Background: an optimization exercise with open tools, aiming at small area and a short achievable clock period. Do not read the settings as production practice.
Only simulation tests tie the RTL to the original design; equivalence was not proved.

==> module md_stage, before the edit <==
module md_stage #(
  parameter bit FIRST = 0
) (
  input  logic        mulm,
  input  logic        last,
  input  logic        bneg,
  input  logic        qneg,
  input  logic        nbit,
  input  logic [2:0]  dig,
  input  logic [32:0] b33,
  input  logic [34:0] pin,
  output logic [34:0] s,
  output logic        q
);
  logic [34:0] x;
  logic        nz, m, neg;
  assign x   = mulm ? {{2{pin[34]}}, pin[34:2]} : {pin[33:0], nbit};
  assign nz  = mulm ? !(dig == 3'b000 || dig == 3'b111) : 1'b1;
  assign m   = mulm ? (dig == 3'b011 || dig == 3'b100) : FIRST & last;
  assign neg = mulm ? dig[2] : !pin[34] ^ bneg;
  md_row u_row (.x(x), .b33(b33), .nz(nz), .m(m), .neg(neg), .s(s));
  assign q = !s[34] ^ qneg;
endmodule
==> module md_unit, before the edit <==
module md_unit #(
  parameter int MULT_CYCLES = mdu_pkg::MULT_CYCLES_DEF,
  parameter int DIV_CYCLES  = mdu_pkg::DIV_CYCLES_DEF
) (
  input  logic        clk,
  input  logic        reset_n,
  input  logic        start,
  input  logic [3:0]  op,
  input  logic [31:0] a,
  input  logic [31:0] b,
  output logic        busy,
  output logic [31:0] hi,
  output logic [31:0] lo
);
  function automatic logic is_madd_op(input logic [3:0] op);
    is_madd_op = 1'b0;
  endfunction
  function automatic logic is_mul_op(input logic [3:0] op);
    is_mul_op = op == mdu_pkg::MD_MULT || op == mdu_pkg::MD_MULTU || is_madd_op(op);
  endfunction
  function automatic logic is_div_op(input logic [3:0] op);
    is_div_op = op == mdu_pkg::MD_DIV || op == mdu_pkg::MD_DIVU;
  endfunction
  function automatic logic is_signed_op(input logic [3:0] op);
    is_signed_op = op == mdu_pkg::MD_MULT || op == mdu_pkg::MD_DIV ||
                   op == mdu_pkg::MD_MADD || op == mdu_pkg::MD_MSUB;
  endfunction
  logic [mdu_pkg::CNT_W-1:0] cnt;
  logic        mulm;      
  logic        sgn;       
  logic        aneg;      
  logic [31:0] dreg;      
  logic [34:0] whi;       
  logic [31:0] wlo;       
  logic [3:0]  ext;       
  logic        mprev;     
  logic        last;
  logic        bneg;
  logic        qneg;
  logic [32:0] b33;
  logic [34:0] s1, s2, s3, s4;
  logic [4:1]  q;
  logic [2:0]  dig1;
  logic        ctl_last;
  logic        rneg_fin;
  logic        c;
  logic [31:0] rpos;
  logic [31:0] rfin;
  logic        inc;
  logic [31:0] lres;
  logic [31:0] hres;
  logic        dz;
  logic        commit;
  logic        go;
  assign last = cnt == mdu_pkg::CNT_W'(1);
  assign bneg = sgn & dreg[31];
  assign qneg = aneg ^ bneg;
  assign b33  = {bneg, dreg};
  assign ctl_last = last;
  assign dig1 = (mulm & last) ? {aneg, aneg, mprev} : {wlo[1], wlo[0], mprev};
  md_stage #(.FIRST(1)) u_st1 (.mulm(mulm), .last(ctl_last), .bneg(bneg), .qneg(qneg),
    .nbit(last ? 1'b1 : ext[3]), .dig(dig1), .b33(b33), .pin(whi), .s(s1), .q(q[1]));
  md_stage #(.FIRST(0)) u_st2 (.mulm(mulm), .last(ctl_last), .bneg(bneg), .qneg(qneg),
    .nbit(ext[2]), .dig(wlo[3:1]), .b33(b33), .pin(s1), .s(s2), .q(q[2]));
  md_stage #(.FIRST(0)) u_st3 (.mulm(mulm), .last(ctl_last), .bneg(bneg), .qneg(qneg),
    .nbit(ext[1]), .dig(wlo[5:3]), .b33(b33), .pin(s2), .s(s3), .q(q[3]));
  md_stage #(.FIRST(0)) u_st4 (.mulm(mulm), .last(ctl_last), .bneg(bneg), .qneg(qneg),
    .nbit(ext[0]), .dig(wlo[7:5]), .b33(b33), .pin(s3), .s(s4), .q(q[4]));
  assign rneg_fin = whi[34];
  assign c    = rneg_fin ? &whi : &s1;
  assign rpos = rneg_fin ? s1[32:1] : whi[31:0];
  assign rfin = (rpos ^ {32{aneg}}) & {32{!(aneg & c)}};
  assign inc  = !mulm & (qneg ^ (aneg & c));
  assign lres = wlo + {31'd0, inc};
  assign hres = mulm ? s1[31:0] : rfin;
  assign dz   = dreg == 32'd0;
  assign commit = busy & last & (mulm | !dz);
  assign go = start & !busy;
  always_ff @(posedge clk or negedge reset_n) begin
    if (!reset_n) begin
      cnt  <= '0;
      busy <= 1'b0;
      hi   <= '0;
      lo   <= '0;
    end else begin
      if (busy) begin
        cnt <= cnt - mdu_pkg::CNT_W'(1);
        if (last) busy <= 1'b0;
      end else if (start && (is_mul_op(op) || is_div_op(op))) begin
        cnt  <= is_div_op(op) ? mdu_pkg::CNT_W'(DIV_CYCLES) : mdu_pkg::CNT_W'(MULT_CYCLES);
        busy <= 1'b1;
      end
      if (commit) begin
        hi <= hres;
        lo <= lres;
      end else if (go && op == mdu_pkg::MD_MTHI) begin
        hi <= a;
      end else if (go && op == mdu_pkg::MD_MTLO) begin
        lo <= a;
      end
    end
  end
  always_ff @(posedge clk) begin
    if (!busy) begin
      mulm  <= is_mul_op(op);
      sgn   <= is_signed_op(op);
      aneg  <= is_signed_op(op) & a[31];
      dreg  <= b;
      whi   <= '0;
      wlo   <= a;
      mprev <= 1'b0;
    end else begin
      whi   <= s4;
      wlo   <= mulm ? {s4[1:0], s3[1:0], s2[1:0], s1[1:0], wlo[31:8]}
                    : {wlo[27:0], q[1], q[2], q[3], q[4]};
      mprev <= wlo[7];
    end
    ext <= busy ? wlo[31:28] ^ {4{aneg}} : 4'd0;
  end
endmodule
clock: 125.0 ns
lec_check: 0
abc_area: 1
cap_margin: 20
core_margin: 2
core_utilization: 40
slew_margin: 20
standard.sh (not shown) runs the stock make flow with config.mk's settings and CLKGATE_MAP_FILE= SYNTH_SCRIPT=/design/flow/synth_recipe.tcl, a recipe that flattens the netlist after the stock synthesis.
==> flow/flow/run.sh <==
#!/bin/bash
# Standard layout, with plain buffers (instead of the resizer's default pick) on the ports.
set -euo pipefail
bash standard.sh BUFFER_PORTS_ARGS="-buffer_cell sky130_fd_sc_hd__buf_1" finish > make_finish.log 2>&1
Change:
--- a/flow/design.v
+++ b/flow/design.v
@@ -100,7 +100,6 @@
   input  logic        mulm,
   input  logic        last,
   input  logic        bneg,
-  input  logic        qneg,
   input  logic        nbit,
   input  logic [2:0]  dig,
   input  logic [32:0] b33,
@@ -115,7 +114,7 @@
   assign m   = mulm ? (dig == 3'b011 || dig == 3'b100) : FIRST & last;
   assign neg = mulm ? dig[2] : !pin[34] ^ bneg;
   md_row u_row (.x(x), .b33(b33), .nz(nz), .m(m), .neg(neg), .s(s));
-  assign q = !s[34] ^ qneg;
+  assign q = !s[34] ^ bneg;
 endmodule
 module md_unit #(
   parameter int MULT_CYCLES = mdu_pkg::MULT_CYCLES_DEF,
@@ -177,18 +176,18 @@
   assign b33  = {bneg, dreg};
   assign ctl_last = last;
   assign dig1 = (mulm & last) ? {aneg, aneg, mprev} : {wlo[1], wlo[0], mprev};
-  md_stage #(.FIRST(1)) u_st1 (.mulm(mulm), .last(ctl_last), .bneg(bneg), .qneg(qneg),
-    .nbit(last ? 1'b1 : ext[3]), .dig(dig1), .b33(b33), .pin(whi), .s(s1), .q(q[1]));
-  md_stage #(.FIRST(0)) u_st2 (.mulm(mulm), .last(ctl_last), .bneg(bneg), .qneg(qneg),
+  md_stage #(.FIRST(1)) u_st1 (.mulm(mulm), .last(ctl_last), .bneg(bneg),
+    .nbit(ext[3]), .dig(dig1), .b33(b33), .pin(whi), .s(s1), .q(q[1]));
+  md_stage #(.FIRST(0)) u_st2 (.mulm(mulm), .last(ctl_last), .bneg(bneg),
     .nbit(ext[2]), .dig(wlo[3:1]), .b33(b33), .pin(s1), .s(s2), .q(q[2]));
-  md_stage #(.FIRST(0)) u_st3 (.mulm(mulm), .last(ctl_last), .bneg(bneg), .qneg(qneg),
+  md_stage #(.FIRST(0)) u_st3 (.mulm(mulm), .last(ctl_last), .bneg(bneg),
     .nbit(ext[1]), .dig(wlo[5:3]), .b33(b33), .pin(s2), .s(s3), .q(q[3]));
-  md_stage #(.FIRST(0)) u_st4 (.mulm(mulm), .last(ctl_last), .bneg(bneg), .qneg(qneg),
+  md_stage #(.FIRST(0)) u_st4 (.mulm(mulm), .last(ctl_last), .bneg(bneg),
     .nbit(ext[0]), .dig(wlo[7:5]), .b33(b33), .pin(s3), .s(s4), .q(q[4]));
   assign rneg_fin = whi[34];
-  assign c    = rneg_fin ? &whi : &s1;
-  assign rpos = rneg_fin ? s1[32:1] : whi[31:0];
-  assign rfin = (rpos ^ {32{aneg}}) & {32{!(aneg & c)}};
+  assign c    = rneg_fin ? s1[34:1] == 34'd0 : whi == 35'd0;
+  assign rpos = (rneg_fin ^ aneg) ? s1[32:1] : whi[31:0];
+  assign rfin = rpos & {32{!(aneg & c)}};
   assign inc  = !mulm & (qneg ^ (aneg & c));
   assign lres = wlo + {31'd0, inc};
   assign hres = mulm ? s1[31:0] : rfin;
@@ -209,13 +208,15 @@
         cnt  <= is_div_op(op) ? mdu_pkg::CNT_W'(DIV_CYCLES) : mdu_pkg::CNT_W'(MULT_CYCLES);
         busy <= 1'b1;
       end
-      if (commit) begin
+      if (go && op == mdu_pkg::MD_MTHI) begin
+        hi <= a;
+      end else if (commit) begin
         hi <= hres;
+      end
+      if (go && op == mdu_pkg::MD_MTLO) begin
+        lo <= a;
+      end else if (commit) begin
         lo <= lres;
-      end else if (go && op == mdu_pkg::MD_MTHI) begin
-        hi <= a;
-      end else if (go && op == mdu_pkg::MD_MTLO) begin
-        lo <= a;
       end
     end
   end
@@ -225,7 +226,7 @@
       sgn   <= is_signed_op(op);
       aneg  <= is_signed_op(op) & a[31];
       dreg  <= b;
-      whi   <= '0;
+      whi   <= {35{op == mdu_pkg::MD_DIV && a[31]}};
       wlo   <= a;
       mprev <= 1'b0;
     end else begin
@@ -234,6 +235,6 @@
                     : {wlo[27:0], q[1], q[2], q[3], q[4]};
       mprev <= wlo[7];
     end
-    ext <= busy ? wlo[31:28] ^ {4{aneg}} : 4'd0;
+    ext <= busy ? wlo[31:28] : {4{op == mdu_pkg::MD_DIV && a[31]}};
   end
 endmodule
Outcome:
- final area falls by about 1%
- sequential share of layout area grows by 0.23 points
- setup slack loses 0.48 ns
- clock-buffer cell count decreases by 1
- cell count shrinks by about 4.3%
- via count drops by about 1.8%
- first-iteration DRC count climbs by about 9%
- wire length grows by about 2%
- non-clock buffer count rises by 4
- fmax went down by about 1.8%
- critical path depth drops by 9

-- what the ideal ports hide --
No port has a modelled driver above. Below, the same layouts with a new extraction and two added sets of constraints. Step 1, drivers: a clkbuf_16 drives clk and a buf_2 each remaining input, both assumed. Step 2 moves the port delays by t, midway between the first and last clock arrival at a register: inputs arrive t later, outputs are due t later. That takes back most of the time a late clock gives input paths. a / b / c = ideal ports / drivers / drivers and shift; a / b = the first two.
run | t (ns) | setup WS [ns] | latest minus earliest clock arrival (ns)
the first run | 0.546 | 98.818 / 98.848 / 98.302 | 0.016 / 0.016
the second run | 0.546 | 98.335 / 98.280 / 97.886 | 0.017 / 0.017
After both steps every run listed still meets setup and hold. For the first run, which loses most, drivers alone change the setup slack by +0.030 ns; drivers and shift together by -0.516 ns.
